From an optimization exercise on the open Yosys and OpenROAD flow, aimed at small area and a short achievable clock period; shortcuts taken in it are not production practice.
In this exercise RTL edits were held to simulation tests only and were not proved equivalent to the original.
Power and IR drop assume default switching activity.

## match_top
module match_top (
    input  logic        clk,
    input  logic        reset,
    input  logic        left,
    input  logic        right,
    input  logic        up,
    input  logic        down,
    input  logic        enter,
    input  logic        game_reset,
    input  logic        video_on,
    input  logic [9:0]  pix_x,
    input  logic [9:0]  pix_y,
    output logic [11:0] graph_rgb,
    output logic        board_ready
);
    logic        fill_we;
    logic [5:0]  wp;
    logic [2:0]  fill_code;
    logic        full;
    logic        now_h, now_v, now_neg;
    logic        pend_h, pend_v, pend_neg;
    match_pkg::coord_t cur_row;
    match_pkg::coord_t cur_col;
    logic        selected;
    logic [191:0] board;
    input_controller u_ctrl (
        .clk         (clk),
        .reset       (reset),
        .left        (left),
        .right       (right),
        .up          (up),
        .down        (down),
        .enter       (enter),
        .game_reset  (game_reset),
        .fill_we     (fill_we),
        .wp          (wp),
        .fill_code   (fill_code),
        .full        (full),
        .now_h       (now_h),
        .now_v       (now_v),
        .now_neg     (now_neg),
        .pend_h      (pend_h),
        .pend_v      (pend_v),
        .pend_neg    (pend_neg),
        .cur_row     (cur_row),
        .cur_col     (cur_col),
        .selected    (selected),
  ...
Settings: LEC_CHECK=0, CAP_MARGIN=20, CORE_MARGIN=2, CORE_UTILIZATION=40, SETUP_SLACK_MARGIN=4, SLEW_MARGIN=20; clock period 10.0 ns.
run.sh (not shown) runs the stock make flow with config.mk's settings and CLKGATE_MAP_FILE= SYNTH_SCRIPT=/design/flow/synth_recipe.tcl, a recipe that flattens the netlist after the stock synthesis.
==> next run, changes <==
Settings changed: SETUP_SLACK_MARGIN 4 to unset.
Outcome: Wire length drops by 0.36%. Worst setup slack is worse by 1.8 ns. Sequential share of layout area climbs by 0.90 points. Worst hold slack is better by 0.0039 ns. Flip-flop and latch count does not change. Via count drops by 0.89%.

========
Setup of run 1:
Another version of the RTL of match_top (not shown whole).
Size in the first run: ~3000 cells after synthesis, roughly 230 flip-flops, about 21000 um^2 of cells after synthesis.
clock: 10.0 ns
lec_check: 0
cap_margin: 20
core_margin: 2
core_utilization: 40
cts_buf_list: sky130_fd_sc_hd__clkbuf_16
cts_cluster_diameter: 80
cts_cluster_size: 16
place_density: 0.7
setup_slack_margin: 3.5
slew_margin: 20
synth_hierarchical: 1
standard.sh (not shown) runs the stock make flow with config.mk's settings and CLKGATE_MAP_FILE= SYNTH_SCRIPT=/design/flow/synth_recipe.tcl, a recipe that flattens the netlist after the stock synthesis.
==> flow/flow/run.sh <==
#!/bin/bash
# Standard ORFS layout (standard.sh), with the standard synthesis script except
# for ABC's mapping, chosen per module (see synth.tcl): the board store and the
# controller are mapped for area, the renderer, whose path from the beam inputs
# to the colour outputs sets the period, to a tight delay target. Registers,
# names and every later step are the standard ones. make's output goes to
# flow_make.log; ORFS keeps each step's log under orfs/logs.
set -euo pipefail
export MY_FLOW_DIR="$PWD/flow"
export MY_ABC="board_store:abc_amap.script:0 input_controller:abc_area.script:0 pixel_renderer:abc_speed.script:1500 match_top:abc_speed.script:1500"
bash standard.sh SYNTH_SCRIPT="$PWD/flow/synth.tcl" finish > flow_make.log 2>&1
==> flow/flow/abc_amap.script <==
strash
dch -f
amap -F 2
topo
==> flow/flow/abc_area.script <==
strash
dch
map -a
topo
stime -c
==> flow/flow/abc_speed.script <==
strash
dch -f
map {D}
topo
stime -c
buffer -c
upsize -c {D}
dnsize -c {D}
==> flow/flow/synth.tcl <==
# synth_recipe.tcl, with ABC's mapping chosen per module: MY_ABC lists
# module:script:delay entries (script in MY_FLOW_DIR, delay target in ps, 0 for
# none), and each module is mapped by its own ABC run
proc synth {args} { yosys synth -nofsm -noshare {*}$args }
proc abc_with {args script d} {
  set i [lsearch -exact $args -script]
  set f [open $script r]
  set body [string map {"\n" ";"} [string trim [read $f]]]
  close $f
  lset args [expr {$i + 1}] "+$body"
  set j [lsearch -exact $args -D]
  if { $j >= 0 } { set args [lreplace $args $j [expr {$j + 1}]] }
  if { $d > 0 } { lappend args -D $d }
  return $args
}
proc abc {args} {
  foreach entry $::env(MY_ABC) {
    lassign [split $entry :] module script d
    yosys abc {*}[abc_with $args $::env(MY_FLOW_DIR)/$script $d] $module
  }
}
source $::env(SCRIPTS_DIR)/synth.tcl
# left out here: clear keep_hierarchy, flatten, clean up, hide names made inside functions, write 1_2_yosys.v
Relative to run 1, the following input files were edited for run 2:
# run 1
export LEC_CHECK = 0
export CAP_MARGIN = 20
export CORE_MARGIN = 2
export CORE_UTILIZATION = 40
export CTS_BUF_LIST = sky130_fd_sc_hd__clkbuf_16
export CTS_CLUSTER_DIAMETER = 80
export CTS_CLUSTER_SIZE = 16
export PLACE_DENSITY = 0.7
export SETUP_SLACK_MARGIN = 3.5
export SLEW_MARGIN = 20
export SYNTH_HIERARCHICAL = 1
create_clock -name core_clock -period 10.0 [get_ports {clk}]
# run 2
export LEC_CHECK = 0
export CAP_MARGIN = 20
export CORE_MARGIN = 2
export CORE_UTILIZATION = 40
export CTS_BUF_LIST = sky130_fd_sc_hd__clkbuf_4 sky130_fd_sc_hd__clkbuf_8
export PLACE_DENSITY = 0.7
export SETUP_SLACK_MARGIN = 3.5
export SLEW_MARGIN = 20
create_clock -name core_clock -period 10.0 [get_ports {clk}]
==> flow/run.sh (new file) <==
#!/bin/bash
# synth_recipe.tcl (not shown) runs the flow's synth.tcl, then flattens the netlist and writes it again
# the make line also repeats each setting of config.mk as NAME=value (left out here)
make -C /OpenROAD-flow-scripts/flow DESIGN_CONFIG=/design/flow/config.mk WORK_HOME=/design/flow/orfs CLKGATE_MAP_FILE= SYNTH_SCRIPT=/design/flow/synth_recipe.tcl finish
removed: flow/flow/run.sh
removed: flow/flow/abc_amap.script
removed: flow/flow/abc_area.script
removed: flow/flow/abc_speed.script
removed: flow/flow/synth.tcl
removed: flow/standard.sh
--- outcome ---
Lower detailed-route via count goes to run 1 over run 2. Measured against each other, run 2 and run 1 differ in number of clock buffers in the layout, the lower figure coming from run 1. [run 2] upper clock frequency limit fell 8.5% relative to run 1. Taking run 1 as the reference, in run 2 global routing usage on met1 now sits higher; setup slack now sits lower; combinational cell fraction of total power now sits higher. Met2 track demand over resource in global routing: run 2 higher than run 1.
For run 3, these inputs were changed with respect to run 2:
# run 2
export LEC_CHECK = 0
export CAP_MARGIN = 20
export CORE_MARGIN = 2
export CORE_UTILIZATION = 40
export CTS_BUF_LIST = sky130_fd_sc_hd__clkbuf_4 sky130_fd_sc_hd__clkbuf_8
export PLACE_DENSITY = 0.7
export SETUP_SLACK_MARGIN = 3.5
export SLEW_MARGIN = 20
create_clock -name core_clock -period 10.0 [get_ports {clk}]
# run 3
export LEC_CHECK = 0
export CAP_MARGIN = 20
export CORE_MARGIN = 2
export CORE_UTILIZATION = 40
export SETUP_SLACK_MARGIN = 4
export SLEW_MARGIN = 20
export SYNTH_HIERARCHICAL = 1
create_clock -name core_clock -period 10.0 [get_ports {clk}]
==> flow/flow/run.sh (new file) <==
#!/bin/bash
# Standard ORFS layout (standard.sh), with the standard synthesis script except
# for ABC's mapping: the board store and controller are mapped for area, the
# renderer, whose path from the beam inputs to the colour outputs sets the
# period, for delay (see synth.tcl). Registers, names and every later step are
# the standard ones. make's output goes to flow_make.log; ORFS keeps each
# step's log under orfs/logs.
set -euo pipefail
export MY_FLOW_DIR="$PWD/flow"
export MY_AREA_MODULES="board_store input_controller"
export MY_SPEED_MODULES="pixel_renderer match_top"
export MY_SPEED_D=1500
bash standard.sh SYNTH_SCRIPT="$PWD/flow/synth.tcl" finish > flow_make.log 2>&1
==> flow/flow/abc_area.script (new file) <==
strash
dch
map -a
topo
stime -c
==> flow/flow/abc_speed.script (new file) <==
strash
dch
map {D}
topo
stime -c
buffer -c
upsize -c {D}
dnsize -c {D}
==> flow/flow/synth.tcl (new file) <==
# synth_recipe.tcl, with ABC run per module group: the modules in MY_AREA_MODULES
# are mapped for area with abc_area.script, those in MY_SPEED_MODULES for delay
# with abc_speed.script and a delay target of MY_SPEED_D ps
proc synth {args} { yosys synth -nofsm -noshare {*}$args }
proc abc_with {args script d} {
  set i [lsearch -exact $args -script]
  set f [open $script r]
  set body [string map {"\n" ";"} [string trim [read $f]]]
  close $f
  lset args [expr {$i + 1}] "+$body"
  set j [lsearch -exact $args -D]
  if { $j >= 0 } { set args [lreplace $args $j [expr {$j + 1}]] }
  if { $d ne "" } { lappend args -D $d }
  return $args
}
proc abc {args} {
  set dir $::env(MY_FLOW_DIR)
  yosys abc {*}[abc_with $args $dir/abc_area.script ""] {*}$::env(MY_AREA_MODULES)
  yosys abc {*}[abc_with $args $dir/abc_speed.script $::env(MY_SPEED_D)] {*}$::env(MY_SPEED_MODULES)
}
source $::env(SCRIPTS_DIR)/synth.tcl
# left out here: clear keep_hierarchy, flatten, clean up, hide names made inside functions, write 1_2_yosys.v
==> flow/standard.sh (new file) <==
#!/bin/bash
# synth_recipe.tcl (not shown) runs the flow's synth.tcl, then flattens the netlist and writes it again
# the make line also repeats each setting of config.mk as NAME=value (left out here)
make -C /OpenROAD-flow-scripts/flow DESIGN_CONFIG=/design/flow/config.mk WORK_HOME=/design/flow/orfs CLKGATE_MAP_FILE= SYNTH_SCRIPT=/design/flow/synth_recipe.tcl "${@:-finish}"
removed: flow/run.sh
==> notes.md <==
- Transition time of the tightest slew-check pin was higher in run 2 than in run 3.
- The met3 routed wirelength of run 3 is lower than that of run 2.
- Die area (run 3 over run 2): decrease, about 12%
- [run 3 vs run 2] clock-cell share of area: higher in run 3
- Run 2 and run 3 all finish clean.
- Compared with run 2, run 3 shows a overall power consumption that is 0.15 mW lower.
- The time the worst path needs with I/O delays and setup reported for run 3 is smaller than that of run 2 by 0.62 ns.
Input-level comparison between run 4 and run 3:
# run 3
export LEC_CHECK = 0
export CAP_MARGIN = 20
export CORE_MARGIN = 2
export CORE_UTILIZATION = 40
export SETUP_SLACK_MARGIN = 4
export SLEW_MARGIN = 20
export SYNTH_HIERARCHICAL = 1
create_clock -name core_clock -period 10.0 [get_ports {clk}]
# run 4
export LEC_CHECK = 0
export CAP_MARGIN = 20
export CORE_MARGIN = 2
export CORE_UTILIZATION = 40
export CTS_BUF_LIST = sky130_fd_sc_hd__clkbuf_4 sky130_fd_sc_hd__clkbuf_8
export PLACE_DENSITY = 0.7
export SETUP_SLACK_MARGIN = 3.5
export SLEW_MARGIN = 20
export SYNTH_HIERARCHICAL = 1
create_clock -name core_clock -period 10.0 [get_ports {clk}]
==> flow/flow/run.sh <==
#!/bin/bash
# Standard ORFS layout (standard.sh), with the standard synthesis script except
# for ABC's mapping, chosen per module (see synth.tcl): the board store and the
# controller are mapped for area, the renderer, whose path from the beam inputs
# to the colour outputs sets the period, to a tight delay target. Registers,
# names and every later step are the standard ones. make's output goes to
# flow_make.log; ORFS keeps each step's log under orfs/logs.
set -euo pipefail
export MY_FLOW_DIR="$PWD/flow"
export MY_ABC="board_store:abc_amap.script:0 input_controller:abc_area.script:0 pixel_renderer:abc_speed.script:1500 match_top:abc_speed.script:1500"
bash standard.sh SYNTH_SCRIPT="$PWD/flow/synth.tcl" finish > flow_make.log 2>&1
==> flow/flow/abc_amap.script (new file) <==
strash
dch -f
amap -F 2
topo
-- flow/flow/abc_speed.script --
<<< run 3, line 2
dch
>>> run 4, line 2
dch -f
==> flow/flow/synth.tcl <==
# synth_recipe.tcl, with ABC's mapping chosen per module: MY_ABC lists
# module:script:delay entries (script in MY_FLOW_DIR, delay target in ps, 0 for
# none), and each module is mapped by its own ABC run
proc synth {args} { yosys synth -nofsm -noshare {*}$args }
proc abc_with {args script d} {
  set i [lsearch -exact $args -script]
  set f [open $script r]
  set body [string map {"\n" ";"} [string trim [read $f]]]
  close $f
  lset args [expr {$i + 1}] "+$body"
  set j [lsearch -exact $args -D]
  if { $j >= 0 } { set args [lreplace $args $j [expr {$j + 1}]] }
  if { $d > 0 } { lappend args -D $d }
  return $args
}
proc abc {args} {
  foreach entry $::env(MY_ABC) {
    lassign [split $entry :] module script d
    yosys abc {*}[abc_with $args $::env(MY_FLOW_DIR)/$script $d] $module
  }
}
source $::env(SCRIPTS_DIR)/synth.tcl
# left out here: clear keep_hierarchy, flatten, clean up, hide names made inside functions, write 1_2_yosys.v
==> notes.md <==
- Of run 4 and run 3, the lower post-placement cell area belongs to run 4.
- Utilization run 3 -> run 4: down
- Re setup slack after layout: run 4 is 0.061 ns up on run 3.
- Run 4 has combinational group share of total power below what run 3 had.
- Design area of run 4 falls short of that of run 3 by a little under 10%.
- The largest family of logic cells by synthesized area comes out simple AND/OR/NAND/NOR gates in one run and compound AO/OA/AOI/OAI gates in the other, namely in run 3 and run 4 respectively.
- Against run 3, run 4 comes in about 0.75% lower on total wire length after detailed routing.
- Compared run 4 vs run 3, and maximum level of the CTS H-tree is up in run 4.
- Of run 4 and run 3, run 4 shows the higher routed wire length on met3, with run 3 below it.
Inputs modified between run 4 and run 5:
# run 4
export LEC_CHECK = 0
export CAP_MARGIN = 20
export CORE_MARGIN = 2
export CORE_UTILIZATION = 40
export CTS_BUF_LIST = sky130_fd_sc_hd__clkbuf_4 sky130_fd_sc_hd__clkbuf_8
export PLACE_DENSITY = 0.7
export SETUP_SLACK_MARGIN = 3.5
export SLEW_MARGIN = 20
export SYNTH_HIERARCHICAL = 1
create_clock -name core_clock -period 10.0 [get_ports {clk}]
# run 5
export LEC_CHECK = 0
export CAP_MARGIN = 20
export CORE_MARGIN = 2
export CORE_UTILIZATION = 40
export CTS_BUF_LIST = sky130_fd_sc_hd__clkbuf_16
export CTS_CLUSTER_DIAMETER = 80
export CTS_CLUSTER_SIZE = 22
export PLACE_DENSITY = 0.7
export SETUP_SLACK_MARGIN = 3.5
export SLEW_MARGIN = 20
export SYNTH_HIERARCHICAL = 1
create_clock -name core_clock -period 10.0 [get_ports {clk}]
==> comparison <==
Compared with run 4, in run 5 total met2 wirelength after detailed routing dropped 290 um, number of antenna violations at the first check in global routing went down, area after synthesis held, first-pass GRT wire length down 0.77%.

========
Starting RTL as in the previous note.
clock: 10.0 ns
lec_check: 0
cap_margin: 20
core_margin: 2
core_utilization: 40
cts_buf_list: sky130_fd_sc_hd__clkbuf_4 sky130_fd_sc_hd__clkbuf_8
place_density: 0.7
setup_slack_margin: 3.8
slew_margin: 20
synth_hierarchical: 1
==> flow/flow/run.sh <==
#!/bin/bash
# Standard ORFS layout (standard.sh), with the standard synthesis script except
# for ABC's mapping, chosen per module (see synth.tcl): the board store and the
# controller are mapped for area, the renderer, whose path from the beam inputs
# to the colour outputs sets the period, to a tight delay target. Registers,
# names and every later step are the standard ones. make's output goes to
# flow_make.log; ORFS keeps each step's log under orfs/logs.
set -euo pipefail
export MY_FLOW_DIR="$PWD/flow"
export MY_ABC="board_store:abc_amap.script:0 input_controller:abc_area.script:0 pixel_renderer:abc_speed.script:1500 match_top:abc_speed.script:1500"
bash standard.sh SYNTH_SCRIPT="$PWD/flow/synth.tcl" finish > flow_make.log 2>&1
==> flow/flow/abc_amap.script <==
strash
dch -f
amap -F 2
topo
==> flow/flow/abc_area.script <==
strash
dch
map -a
topo
stime -c
==> flow/flow/abc_speed.script <==
strash
dch -f
map {D}
topo
stime -c
buffer -c
upsize -c {D}
dnsize -c {D}
==> flow/flow/synth.tcl <==
# synth_recipe.tcl, with ABC's mapping chosen per module: MY_ABC lists
# module:script:delay entries (script in MY_FLOW_DIR, delay target in ps, 0 for
# none), and each module is mapped by its own ABC run
proc synth {args} { yosys synth -nofsm -noshare {*}$args }
proc abc_with {args script d} {
  set i [lsearch -exact $args -script]
  set f [open $script r]
  set body [string map {"\n" ";"} [string trim [read $f]]]
  close $f
  lset args [expr {$i + 1}] "+$body"
  set j [lsearch -exact $args -D]
  if { $j >= 0 } { set args [lreplace $args $j [expr {$j + 1}]] }
  if { $d > 0 } { lappend args -D $d }
  return $args
}
proc abc {args} {
  foreach entry $::env(MY_ABC) {
    lassign [split $entry :] module script d
    yosys abc {*}[abc_with $args $::env(MY_FLOW_DIR)/$script $d] $module
  }
}
source $::env(SCRIPTS_DIR)/synth.tcl
# left out here: clear keep_hierarchy, flatten, clean up, hide names made inside functions, write 1_2_yosys.v
The baseline finished clean.
Change:
- PLACE_DENSITY: 0.7 -> not set
- SETUP_SLACK_MARGIN: 3.8 -> 4
Cell count hardly moves.
Total power grows by about 1.8%.
Sequential share of layout area is about the same.
Die area is unchanged.
Via count shrinks by about 0.8%.
Clock skew stays flat.
Synthesized cell count does not change.
Change:
- CTS_BUF_LIST: sky130_fd_sc_hd__clkbuf_4 sky130_fd_sc_hd__clkbuf_8 -> not set
Global-route usage drops by 0.27 points; hold slack barely changes; synthesized area is unchanged; synthesized cell count is unchanged; wire length fell slightly.

## afterwards: timing with drivers on the ports
Ports are ideal in the flow. The routed layouts listed here were re-timed in OpenROAD.
Step 1, drivers: a clkbuf_16 drives clk and a buf_2 each remaining input, both assumed.
Step 2, shift: input delay + t, output delay - t, t = (earliest + latest rising clock arrival at the registers) / 2. This alone moves slack from input paths to output paths.
a / b / c = ideal / step 1 / step 2; a / b = the first two.
| run | t, ns | setup slack, ns | latest minus earliest clock arrival (ns) | worst slew at a driven data input, ns |
|---|---|---|---|---|
| the first run of note 1 | 0.639 | 2.653 / 2.588 / 2.588 | 0.028 / 0.028 | 0.07 |
| the second run of note 1 | 0.673 | 0.804 / 0.781 / 0.781 | 0.029 / 0.029 | 0.03 |
| run 1 | 0.627 | 3.353 / 3.300 / 3.300 | 0.022 / 0.023 | 0.06 |
| run 2 | 0.743 | 2.732 / 2.654 / 2.654 | 0.058 / 0.058 | 0.11 |
| run 3 | 0.666 | 3.356 / 3.301 / 3.301 | 0.019 / 0.018 | 0.07 |
| run 4 | 0.716 | 3.417 / 3.365 / 3.365 | 0.029 / 0.029 | 0.06 |
| run 5 | 0.618 | 3.346 / 3.307 / 3.307 | 0.032 / 0.032 | 0.06 |
| the first run of note 3 | 0.710 | 3.362 / 3.302 / 3.371 | 0.033 / 0.033 | 0.07 |
| the second run of note 3 | 0.716 | 3.277 / 3.232 / 3.232 | 0.034 / 0.034 | 0.06 |
| the third run of note 3 | 0.671 | 3.256 / 3.210 / 3.210 | 0.020 / 0.021 | 0.06 |
After both steps setup and hold are still met in every run listed. The setup slack of run 2, which loses most, moves by -0.078 ns with the drivers and by -0.078 ns with both steps.
